This is an optimization exercise on Yosys and OpenROAD, whose aim is small area, a short achievable clock period and few clock cycles, not a production implementation. Power is estimated from default activity; no workload was simulated.

==> inputs of 11-09 <==
==> flow/design.v (excerpt) <==
module idex_unit (
    input  logic                     clk_i,
    input  logic                     rst_n_i,
    input  logic                     req_i,
    input  idex_ctrl_pkg::word_t     inst_i,
    input  idex_ctrl_pkg::word_t     pc_i,
    input  idex_ctrl_pkg::word_t     rs1_data_i,
    input  idex_ctrl_pkg::word_t     rs2_data_i,
    output idex_ctrl_pkg::reg_addr_t rs1_addr_o,
    output idex_ctrl_pkg::reg_addr_t rs2_addr_o,
    output logic                     ack_o,
    output logic                     rd_we_o,
    output idex_ctrl_pkg::reg_addr_t rd_addr_o,
    output idex_ctrl_pkg::word_t     rd_data_o,
    output idex_ctrl_pkg::word_t     pc_next_o,
    output logic                     inst_err_o
);
    logic b_reg, sub_reg, sub_imm;
    logic en_sum, en_p, en_g, en_shr, en_shl, en_lt, en_ltu, en_lui, en_auipc, en_link;
    logic pn_sum, pn_imm, pn_br, pn_seq, we, illegal;
    logic eq, lt, ltu, cond;
    idex_ctrl_pkg::word_t imm_i;
    idex_ctrl_pkg::word_t sum, p, g, shr, shl;
    idex_ctrl_pkg::word_t pc4;
    idex_ctrl_pkg::word_t pc_imm;
    assign rs1_addr_o = inst_i[19:15];
    assign rs2_addr_o = inst_i[24:20];
  ...
==> module int_alu, before the edit <==
module int_alu #(
    parameter int ALU_ARCH = 0
) (
    input  idex_ctrl_pkg::word_t a_i,
    input  idex_ctrl_pkg::word_t rs2_i,
    input  idex_ctrl_pkg::word_t imm_i,
    input  logic                 b_reg_i,    
    input  logic                 sub_reg_i,
    input  logic                 sub_imm_i,
    input  logic                 left_i,     
    input  logic                 arith_i,    
    output idex_ctrl_pkg::word_t sum_o,
    output idex_ctrl_pkg::word_t p_o,        
    output idex_ctrl_pkg::word_t g_o,        
    output idex_ctrl_pkg::word_t shr_o,
    output idex_ctrl_pkg::word_t shl_o,
    output logic                 eq_o,
    output logic                 lt_o,
    output logic                 ltu_o
);
    idex_ctrl_pkg::word_t bx;
    idex_ctrl_pkg::word_t a_rev;
    idex_ctrl_pkg::word_t sh_in;
    logic [4:0]           shamt;
    logic                 sub;
    logic                 cout;
    logic                 fill;
    logic [32:0]          sh_ext;
    assign bx  = b_reg_i ? (rs2_i ^ {32{sub_reg_i}}) : (imm_i ^ {32{sub_imm_i}});
    assign sub = b_reg_i ? sub_reg_i : sub_imm_i;
    assign p_o = a_i ^ bx;
    assign g_o = a_i & bx;
    pfx_add #(.W(32), .ARCH(ALU_ARCH)) u_add (
        .a_i    (a_i),
        .b_i    (bx),
        .cin_i  (sub),
        .sum_o  (sum_o),
        .cout_o (cout)
    );
    assign eq_o  = &p_o;
    assign ltu_o = ~cout;
    assign lt_o  = ~cout ^ a_i[31] ^ ~bx[31];
    always_comb begin
        for (int i = 0; i < 32; i++) begin
            a_rev[i] = a_i[31-i];
            shl_o[i] = shr_o[31-i];
        end
    end
    assign shamt  = b_reg_i ? rs2_i[4:0] : imm_i[4:0];
    assign sh_in  = left_i ? a_rev : a_i;
    assign fill   = arith_i & a_i[31];
    assign sh_ext = $signed({fill, sh_in}) >>> shamt;
    assign shr_o  = sh_ext[31:0];
endmodule
==> module pfx_add, before the edit <==
module pfx_add #(
    parameter int W    = 32,
    parameter int ARCH = 0
) (
    input  logic [W-1:0] a_i,
    input  logic [W-1:0] b_i,
    input  logic         cin_i,
    output logic [W-1:0] sum_o,
    output logic         cout_o
);
    localparam int L  = $clog2(W);
    localparam int NL = (ARCH == 0) ? L : (ARCH == 1) ? 2 * L - 1 : W - 1;
    logic [W-1:0] p;
    logic [W-1:0] gl [0:NL];
    logic [W-1:0] pl [0:NL];
    assign p     = a_i ^ b_i;
    assign gl[0] = (a_i & b_i) | {{(W-1){1'b0}}, p[0] & cin_i};
    assign pl[0] = p;
    for (genvar l = 0; l < NL; l++) begin : g_lvl
        for (genvar i = 0; i < W; i++) begin : g_bit
            localparam int UP = (l < L) ? l : 2 * L - 2 - l;
            localparam int D  =
                (ARCH == 0) ? ((((i >> l) % 2) == 1) ? i - (((i >> l) << l) - 1) : 0) :
                (ARCH == 1) ? ((l < L) ? ((((i + 1) % (2 << l)) == 0) ? (1 << l) : 0)
                                       : ((i >= 3 * (1 << UP) - 1) && (((i + 1 - 3 * (1 << UP)) % (2 << UP)) == 0)
                                          ? (1 << UP) : 0)) :
                ((i == l + 1) ? 1 : 0);
            if (D == 0) begin : g_pass
                assign gl[l+1][i] = gl[l][i];
                assign pl[l+1][i] = pl[l][i];
            end else begin : g_op
                assign gl[l+1][i] = gl[l][i] | (pl[l][i] & gl[l][i-D]);
                assign pl[l+1][i] = pl[l][i] & pl[l][i-D];
            end
        end
    end
    assign sum_o  = p ^ {gl[NL][W-2:0], cin_i};
    assign cout_o = gl[NL][W-1];
endmodule
==> module branch_unit, before the edit <==
module branch_unit #(
    parameter int PC_ARCH  = 0,
    parameter int INC_ARCH = 0
) (
    input  idex_ctrl_pkg::word_t inst_i,
    input  idex_ctrl_pkg::word_t pc_i,
    input  logic                 eq_i,
    input  logic                 lt_i,
    input  logic                 ltu_i,
    output idex_ctrl_pkg::word_t pc4_o,
    output idex_ctrl_pkg::word_t pc_imm_o,
    output logic                 cond_o      
);
    idex_ctrl_pkg::word_t imm_b;
    idex_ctrl_pkg::word_t imm_u;
    idex_ctrl_pkg::word_t imm_j;
    idex_ctrl_pkg::word_t imm;
    logic [2:0]           f3;
    assign f3 = inst_i[14:12];
    assign imm_b = {{19{inst_i[31]}}, inst_i[31], inst_i[7], inst_i[30:25], inst_i[11:8], 1'b0};
    assign imm_u = {inst_i[31:12], 12'h000};
    assign imm_j = {{11{inst_i[31]}}, inst_i[31], inst_i[19:12], inst_i[20], inst_i[30:21], 1'b0};
    assign imm = inst_i[3] ? imm_j : (inst_i[4] ? imm_u : imm_b);
    logic unused_c1, unused_c2;
    pfx_add #(.W(31), .ARCH(PC_ARCH)) u_pc_add (
        .a_i    (pc_i[31:1]),
        .b_i    (imm[31:1]),
        .cin_i  (1'b0),
        .sum_o  (pc_imm_o[31:1]),
        .cout_o (unused_c1)
    );
    assign pc_imm_o[0] = pc_i[0];
    pfx_add #(.W(30), .ARCH(INC_ARCH)) u_pc_inc (
        .a_i    (pc_i[31:2]),
        .b_i    (30'd0),
        .cin_i  (1'b1),
        .sum_o  (pc4_o[31:2]),
        .cout_o (unused_c2)
    );
    assign pc4_o[1:0] = pc_i[1:0];
    assign cond_o = (f3[2] ? (f3[1] ? ltu_i : lt_i) : eq_i) ^ f3[0];
endmodule
Settings: LEC_CHECK=0, ABC_AREA=1, CAP_MARGIN=20, CORE_MARGIN=2, CORE_UTILIZATION=30, SLEW_MARGIN=20; clock period 6.5 ns.
standard.sh (not shown) runs the stock make flow with config.mk's settings and CLKGATE_MAP_FILE= SYNTH_SCRIPT=/design/flow/synth_recipe.tcl, a recipe that flattens the netlist after the stock synthesis.
==> flow/flow/run.sh <==
#!/bin/bash
# Own layout flow: the standard ORFS flow (standard.sh), unchanged except
# that the port buffers are plain buf_2 cells instead of the delay cells that
# buffer_ports picks by default. Each port still gets its own buffer.
set -euo pipefail
bash standard.sh "BUFFER_PORTS_ARGS=-buffer_cell sky130_fd_sc_hd__buf_2" finish > orfs_make.log 2>&1
==> 05-26 (differences from 11-09) <==
--- a/flow/design.v
+++ b/flow/design.v
@@ -101,3 +101,7 @@
     logic [32:0]          sh_ext;
-    assign bx  = b_reg_i ? (rs2_i ^ {32{sub_reg_i}}) : (imm_i ^ {32{sub_imm_i}});
+    logic rs2_pos, rs2_neg;
+    assign rs2_pos = b_reg_i & ~sub_reg_i;
+    assign rs2_neg = b_reg_i & sub_reg_i;
+    assign bx  = ({32{rs2_pos}} & rs2_i) | ({32{rs2_neg}} & ~rs2_i)
+               | ({32{~b_reg_i}} & (imm_i ^ {32{sub_imm_i}}));
     assign sub = b_reg_i ? sub_reg_i : sub_imm_i;
@@ -137,3 +141,3 @@
 );
-    localparam int L  = $clog2(W);
+    localparam int L  = (W > 32) ? 6 : (W > 16) ? 5 : (W > 8) ? 4 : (W > 4) ? 3 : 2;
     localparam int NL = (ARCH == 0) ? L : (ARCH == 1) ? 2 * L - 1 : W - 1;
@@ -167,4 +171,4 @@
 module branch_unit #(
-    parameter int PC_ARCH  = 0,
-    parameter int INC_ARCH = 0
+    parameter int PC_ARCH  = 1,
+    parameter int INC_ARCH = 1
 ) (
==> flow/flow/run.sh (replaced) <==
#!/bin/bash
# Own layout flow: the standard ORFS flow (standard.sh) with two changes:
#  - synthesis leaves adders to ABC (ADDER_MAP_FILE empty: no full/half
#    adder cells are extracted before technology mapping);
#  - the port buffers are plain buf_2 cells instead of the delay cells that
#    buffer_ports picks by default. Each port still gets its own buffer.
set -euo pipefail
bash standard.sh "ADDER_MAP_FILE=" \
    "BUFFER_PORTS_ARGS=-buffer_cell sky130_fd_sc_hd__buf_2" finish > orfs_make.log 2>&1
SETUP_SLACK_MARGIN = 1.2   (was default)
==> 11-05 (differences from 11-09) <==
--- a/flow/design.v
+++ b/flow/design.v
@@ -167,4 +167,4 @@
 module branch_unit #(
-    parameter int PC_ARCH  = 0,
-    parameter int INC_ARCH = 0
+    parameter int PC_ARCH  = 1,
+    parameter int INC_ARCH = 1
 ) (
==> results by group <==
Floorplan
  • Cell row count: 64

Timing
  • Worst-Margin Slew: 1080 ps

Placed design
  • RePlAce Congestion: 1.07
  • HPWL after DPL: 42,400 µm

Routing
  • Total number of vias: 13,063

Layout
  • Share of final layout cell area taken by non-clock buffers: 14.4%

Outcome
  • Run status: complete, no violations

Worst setup path
  • Maximum net fanout on the critical path: 5
Source of the figures above: 11-09

==> results by group <==
Outcome
  • Run status: complete, no violations

Layout
  • Share of final layout cell area taken by non-clock buffers: 23.0%
  • Fraction of area in clock buffers and inverters: 0%

Placed design
  • RePlAce Congestion: 1.04
  • HPWL after DPL: 42,500 µm

Power
  • Clock share of power: 0%

Global route
  • Number of global-route vias before repair: 13,338

Timing
  • Worst-Margin Slew: 1030 ps

Logic synthesis
  • Portion of synthesized cell area occupied by the leading cell type: 26.1%

Routing
  • Total number of vias: 14,339

Floorplan
  • Cell row count: 62

Worst setup path
  • Maximum net fanout on the critical path: 14
Source of the figures above: 05-26

==> results by group <==
Routing
  • Total number of vias: 12,111

Placed design
  • RePlAce Congestion: 1.08

Outcome
  • Run status: complete, no violations

Timing
  • Final-layout setup total negative slack: 0 ps
  • Max-slew violation total from the final report: 0
  • Worst-Margin Slew: 645 ps

Logic synthesis
  • Ys Warns: 10
  • Cell area after synthesis: 8740 µm²

Global route
  • Global Route met3 Usage: 4.09%
  • Highest-utilization routing layer at the global route stage: met2

Layout
  • Most used cells in the layout excluding fill and tap cells: nand2_1, inv_1, buf_2

Worst hold path
  • Worst Hold Depth: 2
Source of the figures above: 11-05

No functional check of the RTL was part of any run of this note.
